Context: an optimization exercise on an open-source flow, tuned for small area, a short achievable clock period and few clock cycles per item. The choices shown serve that exercise and are no tape-out recipe. The RTL was checked by simulation tests, not by an equivalence proof against the original design.

==> flow/design.v <==
package rgb_to_yuv_encoder_pkg;
  localparam logic [17:0] U_BASE_ADDRESS   = 18'd38400;
  localparam logic [17:0] V_BASE_ADDRESS   = 18'd57600;
  localparam logic [17:0] RGB_BASE_ADDRESS = 18'd146944;
endpackage
module y_calc(input [7:0] r, input [7:0] g, input [7:0] b, output [7:0] o);
  wire t1 = ~r[6] ^ ~r[4]; wire t2 = ~r[6] & ~r[4];
  wire t3 = ~r[7] ^ ~r[5]; wire t4 = ~r[7] & ~r[5];
  wire t5 = ~r[6] ^ r[4]; wire t6 = ~r[6] & r[4];
  wire t7 = ~r[7] ^ r[5]; wire t8 = ~r[7] & r[5];
  wire t9 = ~r[4] ^ ~r[2] ^ r[0]; wire t10 = (~r[4] & ~r[2]) | (~r[4] & r[0]) | (~r[2] & r[0]);
  wire t11 = ~r[5] ^ ~r[3] ^ r[1]; wire t12 = (~r[5] & ~r[3]) | (~r[5] & r[1]) | (~r[3] & r[1]);
  wire t13 = ~g[4] ^ g[2]; wire t14 = ~g[4] & g[2];
  wire t15 = t1 ^ r[2] ^ ~r[0]; wire t16 = (t1 & r[2]) | (t1 & ~r[0]) | (r[2] & ~r[0]);
  wire t17 = ~g[5] ^ g[3] ^ ~b[6]; wire t18 = (~g[5] & g[3]) | (~g[5] & ~b[6]) | (g[3] & ~b[6]);
  wire t19 = ~b[3] ^ b[1]; wire t20 = ~b[3] & b[1];
  wire t21 = t2 ^ t3 ^ r[3]; wire t22 = (t2 & t3) | (t2 & r[3]) | (t3 & r[3]);
  wire t23 = ~r[1] ^ ~g[6] ^ g[4]; wire t24 = (~r[1] & ~g[6]) | (~r[1] & g[4]) | (~g[6] & g[4]);
  wire t25 = ~b[7] ^ ~b[4] ^ b[2]; wire t26 = (~b[7] & ~b[4]) | (~b[7] & b[2]) | (~b[4] & b[2]);
  wire t27 = t4 ^ t5 ^ ~r[2]; wire t28 = (t4 & t5) | (t4 & ~r[2]) | (t5 & ~r[2]);
  wire t29 = ~g[7] ^ g[5] ^ g[0]; wire t30 = (~g[7] & g[5]) | (~g[7] & g[0]) | (g[5] & g[0]);
  wire t31 = ~b[5] ^ b[3] ^ b[0]; wire t32 = (~b[5] & b[3]) | (~b[5] & b[0]) | (b[3] & b[0]);
  wire t33 = t6 ^ t7 ^ ~r[3]; wire t34 = (t6 & t7) | (t6 & ~r[3]) | (t7 & ~r[3]);
  wire t35 = r[0] ^ g[6] ^ g[1]; wire t36 = (r[0] & g[6]) | (r[0] & g[1]) | (g[6] & g[1]);
  wire t37 = ~b[6] ^ b[4] ^ b[1]; wire t38 = (~b[6] & b[4]) | (~b[6] & b[1]) | (b[4] & b[1]);
  wire t39 = t8 ^ r[6] ^ ~r[4]; wire t40 = (t8 & r[6]) | (t8 & ~r[4]) | (r[6] & ~r[4]);
  wire t41 = r[1] ^ g[7] ^ g[2]; wire t42 = (r[1] & g[7]) | (r[1] & g[2]) | (g[7] & g[2]);
  wire t43 = ~b[7] ^ b[5] ^ b[2]; wire t44 = (~b[7] & b[5]) | (~b[7] & b[2]) | (b[5] & b[2]);
  wire t45 = r[7] ^ ~r[5] ^ r[2]; wire t46 = (r[7] & ~r[5]) | (r[7] & r[2]) | (~r[5] & r[2]);
  wire t47 = g[3] ^ b[6] ^ b[3]; wire t48 = (g[3] & b[6]) | (g[3] & b[3]) | (b[6] & b[3]);
  wire t49 = ~b[0] ^ 1'b1; wire t50 = ~b[0] & 1'b1;
  wire t51 = ~r[6] ^ r[3] ^ g[4]; wire t52 = (~r[6] & r[3]) | (~r[6] & g[4]) | (r[3] & g[4]);
  wire t53 = b[7] ^ b[4] ^ ~b[1]; wire t54 = (b[7] & b[4]) | (b[7] & ~b[1]) | (b[4] & ~b[1]);
  wire t55 = ~r[7] ^ r[4] ^ g[5]; wire t56 = (~r[7] & r[4]) | (~r[7] & g[5]) | (r[4] & g[5]);
  wire t57 = b[5] ^ ~b[2]; wire t58 = b[5] & ~b[2];
  wire t59 = r[5] ^ r[0] ^ g[6]; wire t60 = (r[5] & r[0]) | (r[5] & g[6]) | (r[0] & g[6]);
  wire t61 = r[6] ^ r[1] ^ g[7]; wire t62 = (r[6] & r[1]) | (r[6] & g[7]) | (r[1] & g[7]);
  wire t63 = ~r[3] ^ ~r[1] ^ ~g[2]; wire t64 = (~r[3] & ~r[1]) | (~r[3] & ~g[2]) | (~r[1] & ~g[2]);
  wire t65 = t9 ^ ~g[3] ^ g[1]; wire t66 = (t9 & ~g[3]) | (t9 & g[1]) | (~g[3] & g[1]);
  wire t67 = ~b[4] ^ ~b[1]; wire t68 = ~b[4] & ~b[1];
  wire t69 = t10 ^ t11 ^ t13; wire t70 = (t10 & t11) | (t10 & t13) | (t11 & t13);
  wire t71 = ~b[5] ^ ~b[2] ^ b[0]; wire t72 = (~b[5] & ~b[2]) | (~b[5] & b[0]) | (~b[2] & b[0]);
  wire t73 = t12 ^ t14 ^ t15; wire t74 = (t12 & t14) | (t12 & t15) | (t14 & t15);
  wire t75 = t17 ^ t19 ^ 1'b1; wire t76 = (t17 & t19) | (t17 & 1'b1) | (t19 & 1'b1);
  wire t77 = t16 ^ t18 ^ t20; wire t78 = (t16 & t18) | (t16 & t20) | (t18 & t20);
  wire t79 = t21 ^ t23 ^ t25; wire t80 = (t21 & t23) | (t21 & t25) | (t23 & t25);
  wire t81 = t22 ^ t24 ^ t26; wire t82 = (t22 & t24) | (t22 & t26) | (t24 & t26);
  wire t83 = t27 ^ t29 ^ t31; wire t84 = (t27 & t29) | (t27 & t31) | (t29 & t31);
  wire t85 = t28 ^ t30 ^ t32; wire t86 = (t28 & t30) | (t28 & t32) | (t30 & t32);
  wire t87 = t33 ^ t35 ^ t37; wire t88 = (t33 & t35) | (t33 & t37) | (t35 & t37);
  wire t89 = t34 ^ t36 ^ t38; wire t90 = (t34 & t36) | (t34 & t38) | (t36 & t38);
  wire t91 = t39 ^ t41 ^ t43; wire t92 = (t39 & t41) | (t39 & t43) | (t41 & t43);
  wire t93 = t40 ^ t42 ^ t44; wire t94 = (t40 & t42) | (t40 & t44) | (t42 & t44);
  wire t95 = t45 ^ t47 ^ t49; wire t96 = (t45 & t47) | (t45 & t49) | (t47 & t49);
  wire t97 = t46 ^ t48 ^ t50; wire t98 = (t46 & t48) | (t46 & t50) | (t48 & t50);
  wire t99 = t51 ^ t53 ^ 1'b1; wire t100 = (t51 & t53) | (t51 & 1'b1) | (t53 & 1'b1);
  wire t101 = t52 ^ t54 ^ t55; wire t102 = (t52 & t54) | (t52 & t55) | (t54 & t55);
  wire t103 = t57 ^ b[0] ^ 1'b1; wire t104 = (t57 & b[0]) | (t57 & 1'b1) | (b[0] & 1'b1);
  wire t105 = t56 ^ t58 ^ t59; wire t106 = (t56 & t58) | (t56 & t59) | (t58 & t59);
  wire t107 = b[6] ^ ~b[3] ^ b[1]; wire t108 = (b[6] & ~b[3]) | (b[6] & b[1]) | (~b[3] & b[1]);
  wire t109 = t60 ^ t61 ^ g[0]; wire t110 = (t60 & t61) | (t60 & g[0]) | (t61 & g[0]);
  wire t111 = b[7] ^ ~b[4] ^ b[2]; wire t112 = (b[7] & ~b[4]) | (b[7] & b[2]) | (~b[4] & b[2]);
  wire t113 = t62 ^ r[7] ^ r[2]; wire t114 = (t62 & r[7]) | (t62 & r[2]) | (r[7] & r[2]);
  wire t115 = g[1] ^ ~b[5] ^ b[3]; wire t116 = (g[1] & ~b[5]) | (g[1] & b[3]) | (~b[5] & b[3]);
  wire t117 = r[3] ^ g[2] ^ ~b[6]; wire t118 = (r[3] & g[2]) | (r[3] & ~b[6]) | (g[2] & ~b[6]);
  wire t119 = r[4] ^ g[3]; wire t120 = r[4] & g[3];
  wire t121 = r[5] ^ g[4]; wire t122 = r[5] & g[4];
  wire t123 = ~r[2] ^ ~r[0]; wire t124 = ~r[2] & ~r[0];
  wire t125 = t63 ^ g[0] ^ ~b[3]; wire t126 = (t63 & g[0]) | (t63 & ~b[3]) | (g[0] & ~b[3]);
  wire t127 = t64 ^ t65 ^ t67; wire t128 = (t64 & t65) | (t64 & t67) | (t65 & t67);
  wire t129 = t66 ^ t68 ^ t69; wire t130 = (t66 & t68) | (t66 & t69) | (t68 & t69);
  wire t131 = t70 ^ t72 ^ t73; wire t132 = (t70 & t72) | (t70 & t73) | (t72 & t73);
  wire t133 = t74 ^ t76 ^ t77; wire t134 = (t74 & t76) | (t74 & t77) | (t76 & t77);
  wire t135 = t78 ^ t80 ^ t81; wire t136 = (t78 & t80) | (t78 & t81) | (t80 & t81);
  wire t137 = t82 ^ t84 ^ t85; wire t138 = (t82 & t84) | (t82 & t85) | (t84 & t85);
  wire t139 = t86 ^ t88 ^ t89; wire t140 = (t86 & t88) | (t86 & t89) | (t88 & t89);
  wire t141 = t90 ^ t92 ^ t93; wire t142 = (t90 & t92) | (t90 & t93) | (t92 & t93);
  wire t143 = t94 ^ t96 ^ t97; wire t144 = (t94 & t96) | (t94 & t97) | (t96 & t97);
  wire t145 = t98 ^ t100 ^ t101; wire t146 = (t98 & t100) | (t98 & t101) | (t100 & t101);
  wire t147 = t102 ^ t104 ^ t105; wire t148 = (t102 & t104) | (t102 & t105) | (t104 & t105);
  wire t149 = t106 ^ t108 ^ t109; wire t150 = (t106 & t108) | (t106 & t109) | (t108 & t109);
  wire t151 = t110 ^ t112 ^ t113; wire t152 = (t110 & t112) | (t110 & t113) | (t112 & t113);
  wire t153 = t114 ^ t116 ^ t117; wire t154 = (t114 & t116) | (t114 & t117) | (t116 & t117);
  wire t155 = t118 ^ t119 ^ ~b[7]; wire t156 = (t118 & t119) | (t118 & ~b[7]) | (t119 & ~b[7]);
  wire t157 = t120 ^ t121 ^ b[6]; wire t158 = (t120 & t121) | (t120 & b[6]) | (t121 & b[6]);
  wire t159 = t122 ^ r[6] ^ g[5]; wire t160 = (t122 & r[6]) | (t122 & g[5]) | (r[6] & g[5]);
  wire t161 = ~r[1] ^ ~g[0]; wire t162 = ~r[1] & ~g[0];
  wire t163 = t123 ^ ~g[1] ^ ~b[2]; wire t164 = (t123 & ~g[1]) | (t123 & ~b[2]) | (~g[1] & ~b[2]);
  wire t165 = t124 ^ t125 ^ ~b[0]; wire t166 = (t124 & t125) | (t124 & ~b[0]) | (t125 & ~b[0]);
  wire t167 = t126 ^ t127 ^ 1'b1; wire t168 = (t126 & t127) | (t126 & 1'b1) | (t127 & 1'b1);
  wire t169 = t128 ^ t129 ^ t71; wire t170 = (t128 & t129) | (t128 & t71) | (t129 & t71);
  wire t171 = t130 ^ t131 ^ t75; wire t172 = (t130 & t131) | (t130 & t75) | (t131 & t75);
  wire t173 = t132 ^ t133 ^ t79; wire t174 = (t132 & t133) | (t132 & t79) | (t133 & t79);
  wire t175 = t134 ^ t135 ^ t83; wire t176 = (t134 & t135) | (t134 & t83) | (t135 & t83);
  wire t177 = t136 ^ t137 ^ t87; wire t178 = (t136 & t137) | (t136 & t87) | (t137 & t87);
  wire t179 = t138 ^ t139 ^ t91; wire t180 = (t138 & t139) | (t138 & t91) | (t139 & t91);
  wire t181 = t140 ^ t141 ^ t95; wire t182 = (t140 & t141) | (t140 & t95) | (t141 & t95);
  wire t183 = t142 ^ t143 ^ t99; wire t184 = (t142 & t143) | (t142 & t99) | (t143 & t99);
  wire t185 = t144 ^ t145 ^ t103; wire t186 = (t144 & t145) | (t144 & t103) | (t145 & t103);
  wire t187 = t146 ^ t147 ^ t107; wire t188 = (t146 & t147) | (t146 & t107) | (t147 & t107);
  wire t189 = t148 ^ t149 ^ t111; wire t190 = (t148 & t149) | (t148 & t111) | (t149 & t111);
  wire t191 = t150 ^ t151 ^ t115; wire t192 = (t150 & t151) | (t150 & t115) | (t151 & t115);
  wire t193 = t152 ^ t153 ^ b[4]; wire t194 = (t152 & t153) | (t152 & b[4]) | (t153 & b[4]);
  wire t195 = t154 ^ t155 ^ b[5]; wire t196 = (t154 & t155) | (t154 & b[5]) | (t155 & b[5]);
  wire t197 = t156 ^ t157 ^ 1'b1; wire t198 = (t156 & t157) | (t156 & 1'b1) | (t157 & 1'b1);
  wire t199 = t158 ^ t159 ^ b[7]; wire t200 = (t158 & t159) | (t158 & b[7]) | (t159 & b[7]);
  wire t201 = t160 ^ r[7] ^ g[6]; wire t202 = (t160 & r[7]) | (t160 & g[6]) | (r[7] & g[6]);
  wire [23:0] ra = {1'b0, t202, t200, t198, t196, t194, t192, t190, t188, t186, t184, t182, t180, t178, t176, t174, t172, t170, t168, t166, t164, t162, t161, ~r[0]};
  wire [23:0] rb = {1'b0, g[7], t201, t199, t197, t195, t193, t191, t189, t187, t185, t183, t181, t179, t177, t175, t173, t171, t169, t167, t165, t163, ~b[1], ~b[0]};
  wire [23:0] sum = ra + rb;
  assign o = sum[23:16];
endmodule
module uv_calc(input [9:0] x, input [9:0] y, input m, output [7:0] o);
  wire t1 = x[5] ^ ~x[1]; wire t2 = x[5] & ~x[1];
  wire t3 = x[6] ^ ~x[2] ^ x[0]; wire t4 = (x[6] & ~x[2]) | (x[6] & x[0]) | (~x[2] & x[0]);
  wire t5 = ~(y[7] ^ m) ^ (y[5] ^ m); wire t6 = ~(y[7] ^ m) & (y[5] ^ m);
  wire t7 = x[7] ^ ~x[3] ^ x[1]; wire t8 = (x[7] & ~x[3]) | (x[7] & x[1]) | (~x[3] & x[1]);
  wire t9 = ~(y[8] ^ m) ^ (y[6] ^ m); wire t10 = ~(y[8] ^ m) & (y[6] ^ m);
  wire t11 = x[8] ^ ~x[4] ^ x[2]; wire t12 = (x[8] & ~x[4]) | (x[8] & x[2]) | (~x[4] & x[2]);
  wire t13 = (y[9] ^ m) ^ (y[7] ^ m) ^ ~(y[0] ^ m); wire t14 = ((y[9] ^ m) & (y[7] ^ m)) | ((y[9] ^ m) & ~(y[0] ^ m)) | ((y[7] ^ m) & ~(y[0] ^ m));
  wire t15 = ~x[9] ^ ~x[5] ^ x[3]; wire t16 = (~x[9] & ~x[5]) | (~x[9] & x[3]) | (~x[5] & x[3]);
  wire t17 = (y[8] ^ m) ^ ~(y[1] ^ m) ^ ~(m ? y[6] : y[5]); wire t18 = ((y[8] ^ m) & ~(y[1] ^ m)) | ((y[8] ^ m) & ~(m ? y[6] : y[5])) | (~(y[1] ^ m) & ~(m ? y[6] : y[5]));
  wire t19 = ~x[6] ^ x[4] ^ ~(y[9] ^ m); wire t20 = (~x[6] & x[4]) | (~x[6] & ~(y[9] ^ m)) | (x[4] & ~(y[9] ^ m));
  wire t21 = ~x[7] ^ x[5] ^ ~x[0]; wire t22 = (~x[7] & x[5]) | (~x[7] & ~x[0]) | (x[5] & ~x[0]);
  wire t23 = ~x[8] ^ x[6] ^ ~x[1]; wire t24 = (~x[8] & x[6]) | (~x[8] & ~x[1]) | (x[6] & ~x[1]);
  wire t25 = ~(y[4] ^ m) ^ (m ? y[9] : y[2]); wire t26 = ~(y[4] ^ m) & (m ? y[9] : y[2]);
  wire t27 = x[9] ^ x[7] ^ ~x[2]; wire t28 = (x[9] & x[7]) | (x[9] & ~x[2]) | (x[7] & ~x[2]);
  wire t29 = ~(y[5] ^ m) ^ (m ? y[8] : y[9]); wire t30 = ~(y[5] ^ m) & (m ? y[8] : y[9]);
  wire t31 = x[8] ^ ~x[3] ^ x[0]; wire t32 = (x[8] & ~x[3]) | (x[8] & x[0]) | (~x[3] & x[0]);
  wire t33 = ~(y[6] ^ m) ^ ~(y[9] & m) ^ (m ? y[3] : y[4]); wire t34 = (~(y[6] ^ m) & ~(y[9] & m)) | (~(y[6] ^ m) & (m ? y[3] : y[4])) | (~(y[9] & m) & (m ? y[3] : y[4]));
  wire t35 = ~x[9] ^ ~x[4] ^ x[1]; wire t36 = (~x[9] & ~x[4]) | (~x[9] & x[1]) | (~x[4] & x[1]);
  wire t37 = ~(y[7] ^ m) ^ (m ? y[4] : y[5]); wire t38 = ~(y[7] ^ m) & (m ? y[4] : y[5]);
  wire t39 = ~x[5] ^ x[2] ^ ~(y[8] ^ m); wire t40 = (~x[5] & x[2]) | (~x[5] & ~(y[8] ^ m)) | (x[2] & ~(y[8] ^ m));
  wire t41 = x[3] ^ ~(y[4] ^ m); wire t42 = x[3] & ~(y[4] ^ m);
  wire t43 = x[4] ^ ~x[0] ^ ~(y[5] ^ m); wire t44 = (x[4] & ~x[0]) | (x[4] & ~(y[5] ^ m)) | (~x[0] & ~(y[5] ^ m));
  wire t45 = (y[3] ^ m) ^ ~(m ? y[1] : y[0]); wire t46 = (y[3] ^ m) & ~(m ? y[1] : y[0]);
  wire t47 = t1 ^ ~(y[6] ^ m) ^ (y[4] ^ m); wire t48 = (t1 & ~(y[6] ^ m)) | (t1 & (y[4] ^ m)) | (~(y[6] ^ m) & (y[4] ^ m));
  wire t49 = ~(m ? y[2] : y[1]) ^ (y[0] & m) ^ m; wire t50 = (~(m ? y[2] : y[1]) & (y[0] & m)) | (~(m ? y[2] : y[1]) & m) | ((y[0] & m) & m);
  wire t51 = t2 ^ t3 ^ t5; wire t52 = (t2 & t3) | (t2 & t5) | (t3 & t5);
  wire t53 = ~(m ? y[3] : y[2]) ^ (y[1] & m) ^ m; wire t54 = (~(m ? y[3] : y[2]) & (y[1] & m)) | (~(m ? y[3] : y[2]) & m) | ((y[1] & m) & m);
  wire t55 = t4 ^ t6 ^ t7; wire t56 = (t4 & t6) | (t4 & t7) | (t6 & t7);
  wire t57 = t9 ^ ~(m ? y[4] : y[3]) ^ (y[2] & m); wire t58 = (t9 & ~(m ? y[4] : y[3])) | (t9 & (y[2] & m)) | (~(m ? y[4] : y[3]) & (y[2] & m));
  wire t59 = t8 ^ t10 ^ t11; wire t60 = (t8 & t10) | (t8 & t11) | (t10 & t11);
  wire t61 = t13 ^ ~(m ? y[5] : y[4]) ^ (y[3] & m); wire t62 = (t13 & ~(m ? y[5] : y[4])) | (t13 & (y[3] & m)) | (~(m ? y[5] : y[4]) & (y[3] & m));
  wire t63 = t12 ^ t14 ^ t15; wire t64 = (t12 & t14) | (t12 & t15) | (t14 & t15);
  wire t65 = t17 ^ (y[4] & m) ^ 1'b1; wire t66 = (t17 & (y[4] & m)) | (t17 & 1'b1) | ((y[4] & m) & 1'b1);
  wire t67 = t16 ^ t18 ^ t19; wire t68 = (t16 & t18) | (t16 & t19) | (t18 & t19);
  wire t69 = ~(y[2] ^ m) ^ ~(m ? y[7] : y[6]) ^ (m ? y[5] : y[0]); wire t70 = (~(y[2] ^ m) & ~(m ? y[7] : y[6])) | (~(y[2] ^ m) & (m ? y[5] : y[0])) | (~(m ? y[7] : y[6]) & (m ? y[5] : y[0]));
  wire t71 = t20 ^ t21 ^ ~(y[3] ^ m); wire t72 = (t20 & t21) | (t20 & ~(y[3] ^ m)) | (t21 & ~(y[3] ^ m));
  wire t73 = ~(m ? y[8] : y[7]) ^ (m ? y[6] : y[1]) ^ (y[0] & m); wire t74 = (~(m ? y[8] : y[7]) & (m ? y[6] : y[1])) | (~(m ? y[8] : y[7]) & (y[0] & m)) | ((m ? y[6] : y[1]) & (y[0] & m));
  wire t75 = t22 ^ t23 ^ t25; wire t76 = (t22 & t23) | (t22 & t25) | (t23 & t25);
  wire t77 = (m ? y[7] : y[0]) ^ (y[1] & m) ^ ~(y[8] & ~m); wire t78 = ((m ? y[7] : y[0]) & (y[1] & m)) | ((m ? y[7] : y[0]) & ~(y[8] & ~m)) | ((y[1] & m) & ~(y[8] & ~m));
  wire t79 = t24 ^ t26 ^ t27; wire t80 = (t24 & t26) | (t24 & t27) | (t26 & t27);
  wire t81 = t29 ^ (m ? y[2] : y[3]) ^ (y[1] & ~m); wire t82 = (t29 & (m ? y[2] : y[3])) | (t29 & (y[1] & ~m)) | ((m ? y[2] : y[3]) & (y[1] & ~m));
  wire t83 = t28 ^ t30 ^ t31; wire t84 = (t28 & t30) | (t28 & t31) | (t30 & t31);
  wire t85 = t33 ^ (y[2] & ~m) ^ m; wire t86 = (t33 & (y[2] & ~m)) | (t33 & m) | ((y[2] & ~m) & m);
  wire t87 = t32 ^ t34 ^ t35; wire t88 = (t32 & t34) | (t32 & t35) | (t34 & t35);
  wire t89 = t37 ^ (y[3] & ~m) ^ 1'b1; wire t90 = (t37 & (y[3] & ~m)) | (t37 & 1'b1) | ((y[3] & ~m) & 1'b1);
  wire t91 = t36 ^ t38 ^ t39; wire t92 = (t36 & t38) | (t36 & t39) | (t38 & t39);
  wire t93 = (m ? y[5] : y[6]) ^ (y[4] & ~m) ^ 1'b1; wire t94 = ((m ? y[5] : y[6]) & (y[4] & ~m)) | ((m ? y[5] : y[6]) & 1'b1) | ((y[4] & ~m) & 1'b1);
  wire t95 = t40 ^ ~x[6] ^ x[3]; wire t96 = (t40 & ~x[6]) | (t40 & x[3]) | (~x[6] & x[3]);
  wire t97 = (y[9] ^ m) ^ (m ? y[6] : y[7]) ^ (y[5] & ~m); wire t98 = ((y[9] ^ m) & (m ? y[6] : y[7])) | ((y[9] ^ m) & (y[5] & ~m)) | ((m ? y[6] : y[7]) & (y[5] & ~m));
  wire t99 = ~x[7] ^ x[4] ^ (m ? y[7] : y[8]); wire t100 = (~x[7] & x[4]) | (~x[7] & (m ? y[7] : y[8])) | (x[4] & (m ? y[7] : y[8]));
  wire t101 = (y[6] & ~m) ^ 1'b1; wire t102 = (y[6] & ~m) & 1'b1;
  wire t103 = ~x[8] ^ x[5] ^ ~(y[9] & ~m); wire t104 = (~x[8] & x[5]) | (~x[8] & ~(y[9] & ~m)) | (x[5] & ~(y[9] & ~m));
  wire t105 = x[9] ^ x[6] ^ ~(y[9] & m); wire t106 = (x[9] & x[6]) | (x[9] & ~(y[9] & m)) | (x[6] & ~(y[9] & m));
  wire t107 = t41 ^ (y[2] ^ m); wire t108 = t41 & (y[2] ^ m);
  wire t109 = t42 ^ t43 ^ t45; wire t110 = (t42 & t43) | (t42 & t45) | (t43 & t45);
  wire t111 = t44 ^ t46 ^ t47; wire t112 = (t44 & t46) | (t44 & t47) | (t46 & t47);
  wire t113 = t48 ^ t50 ^ t51; wire t114 = (t48 & t50) | (t48 & t51) | (t50 & t51);
  wire t115 = t52 ^ t54 ^ t55; wire t116 = (t52 & t54) | (t52 & t55) | (t54 & t55);
  wire t117 = t56 ^ t58 ^ t59; wire t118 = (t56 & t58) | (t56 & t59) | (t58 & t59);
  wire t119 = t60 ^ t62 ^ t63; wire t120 = (t60 & t62) | (t60 & t63) | (t62 & t63);
  wire t121 = t64 ^ t66 ^ t67; wire t122 = (t64 & t66) | (t64 & t67) | (t66 & t67);
  wire t123 = t68 ^ t70 ^ t71; wire t124 = (t68 & t70) | (t68 & t71) | (t70 & t71);
  wire t125 = t72 ^ t74 ^ t75; wire t126 = (t72 & t74) | (t72 & t75) | (t74 & t75);
  wire t127 = t76 ^ t78 ^ t79; wire t128 = (t76 & t78) | (t76 & t79) | (t78 & t79);
  wire t129 = t80 ^ t82 ^ t83; wire t130 = (t80 & t82) | (t80 & t83) | (t82 & t83);
  wire t131 = t84 ^ t86 ^ t87; wire t132 = (t84 & t86) | (t84 & t87) | (t86 & t87);
  wire t133 = t88 ^ t90 ^ t91; wire t134 = (t88 & t90) | (t88 & t91) | (t90 & t91);
  wire t135 = t92 ^ t94 ^ t95; wire t136 = (t92 & t94) | (t92 & t95) | (t94 & t95);
  wire t137 = t96 ^ t98 ^ t99; wire t138 = (t96 & t98) | (t96 & t99) | (t98 & t99);
  wire t139 = t100 ^ t102 ^ t103; wire t140 = (t100 & t102) | (t100 & t103) | (t102 & t103);
  wire t141 = t104 ^ t105 ^ (y[8] & ~m); wire t142 = (t104 & t105) | (t104 & (y[8] & ~m)) | (t105 & (y[8] & ~m));
  wire t143 = t106 ^ x[7] ^ ~(y[9] & ~m); wire t144 = (t106 & x[7]) | (t106 & ~(y[9] & ~m)) | (x[7] & ~(y[9] & ~m));
  wire t145 = x[0] ^ ~(y[1] ^ m); wire t146 = x[0] & ~(y[1] ^ m);
  wire t147 = x[1] ^ ~(y[2] ^ m) ^ (y[0] ^ m); wire t148 = (x[1] & ~(y[2] ^ m)) | (x[1] & (y[0] ^ m)) | (~(y[2] ^ m) & (y[0] ^ m));
  wire t149 = x[2] ^ ~(y[3] ^ m) ^ (y[1] ^ m); wire t150 = (x[2] & ~(y[3] ^ m)) | (x[2] & (y[1] ^ m)) | (~(y[3] ^ m) & (y[1] ^ m));
  wire t151 = t107 ^ ~(y[0] & m) ^ ~m; wire t152 = (t107 & ~(y[0] & m)) | (t107 & ~m) | (~(y[0] & m) & ~m);
  wire t153 = t108 ^ t109 ^ ~m; wire t154 = (t108 & t109) | (t108 & ~m) | (t109 & ~m);
  wire t155 = t110 ^ t111 ^ t49; wire t156 = (t110 & t111) | (t110 & t49) | (t111 & t49);
  wire t157 = t112 ^ t113 ^ t53; wire t158 = (t112 & t113) | (t112 & t53) | (t113 & t53);
  wire t159 = t114 ^ t115 ^ t57; wire t160 = (t114 & t115) | (t114 & t57) | (t115 & t57);
  wire t161 = t116 ^ t117 ^ t61; wire t162 = (t116 & t117) | (t116 & t61) | (t117 & t61);
  wire t163 = t118 ^ t119 ^ t65; wire t164 = (t118 & t119) | (t118 & t65) | (t119 & t65);
  wire t165 = t120 ^ t121 ^ t69; wire t166 = (t120 & t121) | (t120 & t69) | (t121 & t69);
  wire t167 = t122 ^ t123 ^ t73; wire t168 = (t122 & t123) | (t122 & t73) | (t123 & t73);
  wire t169 = t124 ^ t125 ^ t77; wire t170 = (t124 & t125) | (t124 & t77) | (t125 & t77);
  wire t171 = t126 ^ t127 ^ t81; wire t172 = (t126 & t127) | (t126 & t81) | (t127 & t81);
  wire t173 = t128 ^ t129 ^ t85; wire t174 = (t128 & t129) | (t128 & t85) | (t129 & t85);
  wire t175 = t130 ^ t131 ^ t89; wire t176 = (t130 & t131) | (t130 & t89) | (t131 & t89);
  wire t177 = t132 ^ t133 ^ t93; wire t178 = (t132 & t133) | (t132 & t93) | (t133 & t93);
  wire t179 = t134 ^ t135 ^ t97; wire t180 = (t134 & t135) | (t134 & t97) | (t135 & t97);
  wire t181 = t136 ^ t137 ^ t101; wire t182 = (t136 & t137) | (t136 & t101) | (t137 & t101);
  wire t183 = t138 ^ t139 ^ (m ? y[8] : y[7]); wire t184 = (t138 & t139) | (t138 & (m ? y[8] : y[7])) | (t139 & (m ? y[8] : y[7]));
  wire t185 = t140 ^ t141 ^ 1'b1; wire t186 = (t140 & t141) | (t140 & 1'b1) | (t141 & 1'b1);
  wire t187 = t142 ^ t143 ^ 1'b1; wire t188 = (t142 & t143) | (t142 & 1'b1) | (t143 & 1'b1);
  wire t189 = t144 ^ x[8]; wire t190 = t144 & x[8];
  wire t191 = ~x[9] ^ 1'b1; wire t192 = ~x[9] & 1'b1;
  wire [24:0] ra = {t190, t188, t186, t184, t182, t180, t178, t176, t174, t172, t170, t168, t166, t164, t162, t160, t158, t156, t154, t152, t150, t148, t146, t145, ~(y[0] ^ m)};
  wire [24:0] rb = {t191, t189, t187, t185, t183, t181, t179, t177, t175, t173, t171, t169, t167, t165, t163, t161, t159, t157, t155, t153, t151, t149, t147, m, 1'b1};
  wire [24:0] sum = ra + rb;
  assign o = sum[24:17];
endmodule
import rgb_to_yuv_encoder_pkg::*;
module rgb_to_yuv_encoder
#(
  parameter int NUM_GROUPS = 19200
) (
  input  logic        CLOCK_50_I,
  input  logic        reset,
  input  logic        enable,
  input  logic [15:0] SRAM_read_data,
  output logic [17:0] SRAM_address,
  output logic [15:0] SRAM_write_data,
  output logic        SRAM_we_n,
  output logic        done
);
  localparam logic [14:0] LAST_GROUP = 15'(NUM_GROUPS - 1);
  logic        run_q;         
  logic        done_q;
  logic        we_n_q;
  logic        wr_ok_q;       
  logic [3:0]  slot_q;
  logic [17:0] rp_q;          
  logic [14:0] wg_q;          
  logic [17:0] addr_q;
  logic [15:0] din_q, d1_q;           
  logic [7:0]  yr_q, yg_q, yb_q;      
  logic [9:0]  cx_q, cy_q;            
  logic        cm_q;                  
  logic [7:0]  uvo_q;                 
  logic [7:0]  hu_q, hv_q;            
  logic [15:0] wd_q;                  
  logic       first_pix;
  logic [7:0] y_new;
  assign first_pix = ~slot_q[0];
  y_calc u_y (.r(yr_q), .g(yg_q), .b(yb_q), .o(y_new));
  logic [8:0] rs, gs, bs;
  logic [9:0] f1, f2;
  logic [7:0] uv_new;
  assign rs = {1'b0, yr_q} + {1'b0, d1_q[7:0]};
  assign gs = {1'b0, yg_q} + {1'b0, din_q[15:8]};
  assign bs = {1'b0, yb_q} + {1'b0, din_q[7:0]};
  assign f1 = {1'b0, bs} - {1'b0, gs};
  assign f2 = {1'b0, gs} - {1'b0, rs};
  uv_calc u_uv (.x(cx_q), .y(cy_q), .m(cm_q), .o(uv_new));
  logic [17:0] u_addr, v_addr;
  assign u_addr = U_BASE_ADDRESS + {3'd0, wg_q};
  assign v_addr = V_BASE_ADDRESS + {3'd0, wg_q};
  logic last_write;
  assign last_write = (slot_q == 4'd5) && (wg_q == LAST_GROUP);
  always_ff @(posedge CLOCK_50_I) begin
    din_q <= SRAM_read_data;
    d1_q  <= din_q;
    if (first_pix) begin
      yr_q <= d1_q[15:8]; yg_q <= d1_q[7:0];  yb_q <= din_q[15:8];
    end else begin
      yr_q <= d1_q[7:0];  yg_q <= din_q[15:8]; yb_q <= din_q[7:0];
    end
    if (slot_q == 4'd6 || slot_q == 4'd2) begin
      cx_q <= ~cy_q; cy_q <= ~cx_q; cm_q <= 1'b1;
    end else begin
      cx_q <= f1;    cy_q <= f2;    cm_q <= 1'b0;
    end
    uvo_q <= uv_new;
    if (slot_q == 4'd7) hu_q <= uvo_q;
    if (slot_q == 4'd8) hv_q <= uvo_q;
    case (slot_q)
      4'd5, 4'd1: wd_q[15:8] <= y_new;
      4'd3:       wd_q[15:8] <= hu_q;
      4'd4:       wd_q[15:8] <= hv_q;
      default: ;
    endcase
    case (slot_q)
      4'd6, 4'd2: wd_q[7:0] <= y_new;
      4'd3, 4'd4: wd_q[7:0] <= uvo_q;
      default: ;
    endcase
    if (reset) begin
      run_q  <= 1'b0;
      done_q <= 1'b0;
      we_n_q <= 1'b1;
    end else if (!run_q) begin
      we_n_q <= 1'b1;
      if (done_q) begin
        done_q <= enable;
      end else if (enable) begin
        run_q   <= 1'b1;
        slot_q  <= 4'd0;
        addr_q  <= RGB_BASE_ADDRESS;
        rp_q    <= RGB_BASE_ADDRESS + 18'd1;
        wg_q    <= '1;
        wr_ok_q <= 1'b0;
      end
    end else begin
      slot_q <= (slot_q == 4'd9) ? 4'd0 : slot_q + 4'd1;
      if (slot_q == 4'd9) wr_ok_q <= 1'b1;
      if (slot_q == 4'd5) wg_q <= wg_q + 15'd1;
      case (slot_q)
        4'd9, 4'd0, 4'd1, 4'd5, 4'd6, 4'd7: begin
          addr_q <= rp_q; rp_q <= rp_q + 18'd1; we_n_q <= 1'b1;
        end
        4'd8: begin addr_q <= {2'd0, wg_q, 1'b0}; we_n_q <= 1'b0; end
        4'd2: begin addr_q <= {2'd0, wg_q, 1'b1}; we_n_q <= ~wr_ok_q; end
        4'd3: begin addr_q <= u_addr; we_n_q <= ~wr_ok_q; end
        4'd4: begin addr_q <= v_addr; we_n_q <= ~wr_ok_q; end
        default: we_n_q <= 1'b1;
      endcase
      if (last_write) begin
        run_q  <= 1'b0;
        done_q <= 1'b1;
      end
    end
  end
  assign SRAM_address    = addr_q;
  assign SRAM_write_data = wd_q;
  assign SRAM_we_n       = we_n_q;
  assign done            = done_q;
endmodule
==> flow/run.sh <==
#!/bin/bash
# synth_recipe.tcl (not shown) runs the flow's synth.tcl, then flattens the netlist and writes it again
# the make line also repeats each setting of config.mk as NAME=value (left out here)
make -C /OpenROAD-flow-scripts/flow DESIGN_CONFIG=/design/flow/config.mk WORK_HOME=/design/flow/orfs CLKGATE_MAP_FILE= SYNTH_SCRIPT=/design/flow/synth_recipe.tcl finish
==> flow/config.mk <==
export PLATFORM = sky130hd
export DESIGN_NAME = rgb_to_yuv_encoder
export DESIGN_NICKNAME = rgb_to_yuv_encoder
export VERILOG_FILES = /design/flow/design.v
export SDC_FILE = /design/flow/constraint.sdc
export NUM_CORES = 4
export LEC_CHECK = 0
export CAP_MARGIN = 20
export CORE_MARGIN = 2
export CORE_UTILIZATION = 40
export SLEW_MARGIN = 20
==> flow/constraint.sdc <==
create_clock -name core_clock -period 12.0 [get_ports {CLOCK_50_I}]
set_input_delay 2.4000 -clock core_clock [delete_from_list [all_inputs] [get_ports {CLOCK_50_I}]]
set_output_delay 2.4000 -clock core_clock [all_outputs]
set_load 0.01 [all_outputs]
==> results.cfg <==
[outcome]
status = timing/DRC/antenna clean

[synth]
synth-edff-count = 88
synth_nets = 1777
yosys.area.top_type_share_pct = 23.2
ys.flop_type = edfxtp_1
synthCells = 1452
syn_area_per_cell_um2 = 10.2
synth.distinct_cells = 65
yosysSeqAreaShare_pct = 29.7
synth_area_leaders = fa_1, edfxtp_1, dfxtp_1, ha_1, inv_1
ys_ff_latch = 176
ys_warn_count = 1
syn_area_um2 = 14800
ys_async_sr_fraction_pct = 0
synth_area_leader_cell = fa_1

[final_layout]
drive_above_1_share_pct = 5.10
syn2layout_area_growth_pct = 11.3
seq_area_um2 = 4400
multi_input_area_um2 = 9190
fillCellCount = 3411
antenna_cells = 0
stdcell_count = 1978
nNetsFinal = 1822

[die]
rows = 70
die_w_um = 196
core-area_um2 = 36500
dieArea_um2 = 38600
fp.dieH_um = 196
initial_core_util_pct = 40.6
ios = 55

[global_route]
track_usage_pct = 18.4
grt_pass1_wl_um = 55800
grt_max_degree = 39
grt_pass1_vias = 10600
grt-ovfl-total = 0
antenna_found_initial = 0

[timing]
worst_pin_slew_ns = 0.830
finalHoldViolations = 0
max_freq_ghz = 0.180
hold_ws_ns = 0.390
fin_ws_ns = 6.46
setup_violations = 0
period_minus_slack_ns = 5.54
finalCritPeriodShare_pct = 46.2
maxSlewHeadroom_pct = 44.3
report.final.slew_viol_count = 0
fin_skew_ns = 0.0116
tns_ns = 0
grt_setup_unrepaired = no

[place]
gp_congestion = 0.893
io_buffers = 54
hpwlAfterDp_um = 27300
dp_cells = 1946
dpl_worst_slack_ns = 6.47

[clock_tree]
htreeDepth = 4
cts_tree = done
cts-root-buf = clkbuf_16
ctsLongestPathBuffers = 2
cts_resized = 0
cts_setup_buffers = 0
cts_made_buffers = 17
postCtsHoldBufs = 0
insertion_delay_ns = 0.44
cts.sinks = 176
clkSlewWorstSetupHoldPaths_ns = 0.07

[drt]
wl_per_cell_um = 17.0
viasPerCell = 5.14
vias = 10200
dr.first_iter.drc_count = 735
ant_nets = 0
route.detailed.drc = 0
drtPass1Iterations = 5
wl_um = 33500

[setup_path]
cp.arrival_ns = 5.87
path_delay_family = adder cells
startpoint_type = flip-flop
cp_common_cell = inv_1
path_cells = buf_4 > inv_1 > ha_1 > nor2b_1 > o21ai_0 > fa_1 > inv_1 > fa_1 > inv_1 > fa_1 > inv_1 > ha_1 > and4_1 > o2111a_1 > a221oi_2 > o22ai_2 > or4_1 > and3_1
endpoint_kind = flip-flop
crit_slowest_cell = fa_1
worstPathMaxFanout = 38
crit_buf_inv = 5
critPathRequiredTime_ns = 12.33
path_class = flip-flop to flip-flop
max_stage_delay_ns = 0.52

[hold_path]
hp-class = flip-flop to flip-flop

[flow_run]
drv_cap = 0
## synthesized netlist by cell type (9+ instances only)
| master | instances |
|---|---|
| a211oi_1 | 11 |
| a21o_1 | 18 |
| fa_1 | 172 |
| buf_2 | 9 |
| nor2_1 | 52 |
| nor2b_1 | 17 |
| nand2_1 | 86 |
| nor3_1 | 13 |
| inv_1 | 290 |
| a221oi_1 | 9 |
| a21boi_0 | 11 |
| nand3_1 | 32 |
| dfxtp_1 | 88 |
| nand4_1 | 15 |
| mux2_2 | 27 |
| mux2i_1 | 11 |
| edfxtp_1 | 88 |
| xor2_1 | 19 |
| ha_1 | 134 |
| clkbuf_1 | 23 |
| o21a_1 | 9 |
| and3_1 | 13 |
| a22oi_1 | 13 |
| o21ai_0 | 51 |
| and2_1 | 14 |
| xnor2_1 | 30 |
| a21oi_1 | 74 |
| o211ai_1 | 9 |
## flip-flops by register name, indices dropped and copies added, names as in the netlist
signal and cells:
cx_q 10, uvo_q 8, we_n_q 1, d1_q 16, wg_q 15, hv_q 8
slot_q 4, cm_q 1, run_q 1, wd_q 16, yg_q 8, yb_q 8
cy_q 10, wr_ok_q 1, addr_q 18, rp_q 18, hu_q 8, yr_q 8
done_q 1, din_q 16
## area by class of cell
type / instances / share of cell area, %
tap: 468 / 3.55
sequential: 176 / 26.7
clock inverter: 13 / 1.09
inverter: 290 / 6.60
clock buffer: 19 / 2.62
timing repair buffer: 64 / 3.73
multi-input combinational: 948 / 55.7
## per-stage QoR
stage          area (um2)  utilization (%)
2_1_floorplan       14800                -
3_3_place_gp        15900             43.5
3_5_place_dp        15900             43.5
4_1_cts             16500             45.1
5_1_grt             16500             45.2
6_report            16500             45.2
## routing by layer
layer	GRT usage (%)	up-vias	part of all wire (%)
met1	26.0	4944	49
met4	4.60	0	1.5
met2	29.8	230	46
li1	-	4951	-
met3	2.58	34	4.0
met5	0	-	0
## cells in the final DEF, fill, tap and decap left out, drive strengths merged, types with 32 or more instances in the layout
master	n
a21oi	74
clkdlybuf4s50	54
dfxtp	88
edfxtp	88
fa	172
ha	134
inv	294
nand2	86
nand3	32
nor2	52
o21ai	51
## kinds of logic after synthesis
group / synth area share, %
AO/OA/AOI/OAI: 11.8
XOR/XNOR: 2.90
adder cells (fa/ha/maj): 34.6
buffers and inverters: 8.38
flip-flops: 29.7
multiplexers: 2.79
AND/OR/NAND/NOR: 9.75
## final timing paths
check	end	slack, ns	startpoint	cells after the start
worst max register to register	uvo_q[7]	6.46	cm_q	18
worst min-delay path	d1_q[14]	0.39	din_q[14]	0
worst max-delay path	uvo_q[7]	6.46	cm_q	18
worst min register to register	d1_q[14]	0.39	din_q[14]	0
## worst register-to-register path, cell delays in order, from the launching register on
cell and delay, ns:
dfxtp_1 0.31, buf_4 0.36, inv_1 0.37, ha_1 0.47
nor2b_1 0.17, o21ai_0 0.14, fa_1 0.52, inv_1 0.05
fa_1 0.47, inv_1 0.06, fa_1 0.51, inv_1 0.05
ha_1 0.35, and4_1 0.26, o2111a_1 0.14, a221oi_2 0.41
o22ai_2 0.21, or4_1 0.41, and3_1 0.17
Testbench counts, summed over its fixed seeds: cycles 1,536,068, frames 8.

## port drivers added, routing unchanged
Ports are ideal in the flow. The routed layout listed here was re-timed in OpenROAD. Step 1: set_driving_cell puts a clkbuf_16 on CLOCK_50_I and a buf_2 on each other input, an assumption about the parent block. Step 2, shift: input delay + t, output delay - t, t = (earliest + latest rising clock arrival at the registers) / 2. This alone moves slack from input paths to output paths. Slacks: ideal ports / drivers / drivers and shift; pairs: ideal ports / drivers.
t, ns: 0.482
setup WS [ns]: 6.455 / 6.455 / 6.455
worst setup path at the end: register to register
worst register clock-pin slew, ns: 0.07 / 0.07
cell pins on the clock port's net: 1
After both steps this run still meets setup and hold. The setup slack of this run moves by 0.000 ns with the drivers and by 0.000 ns with both steps.
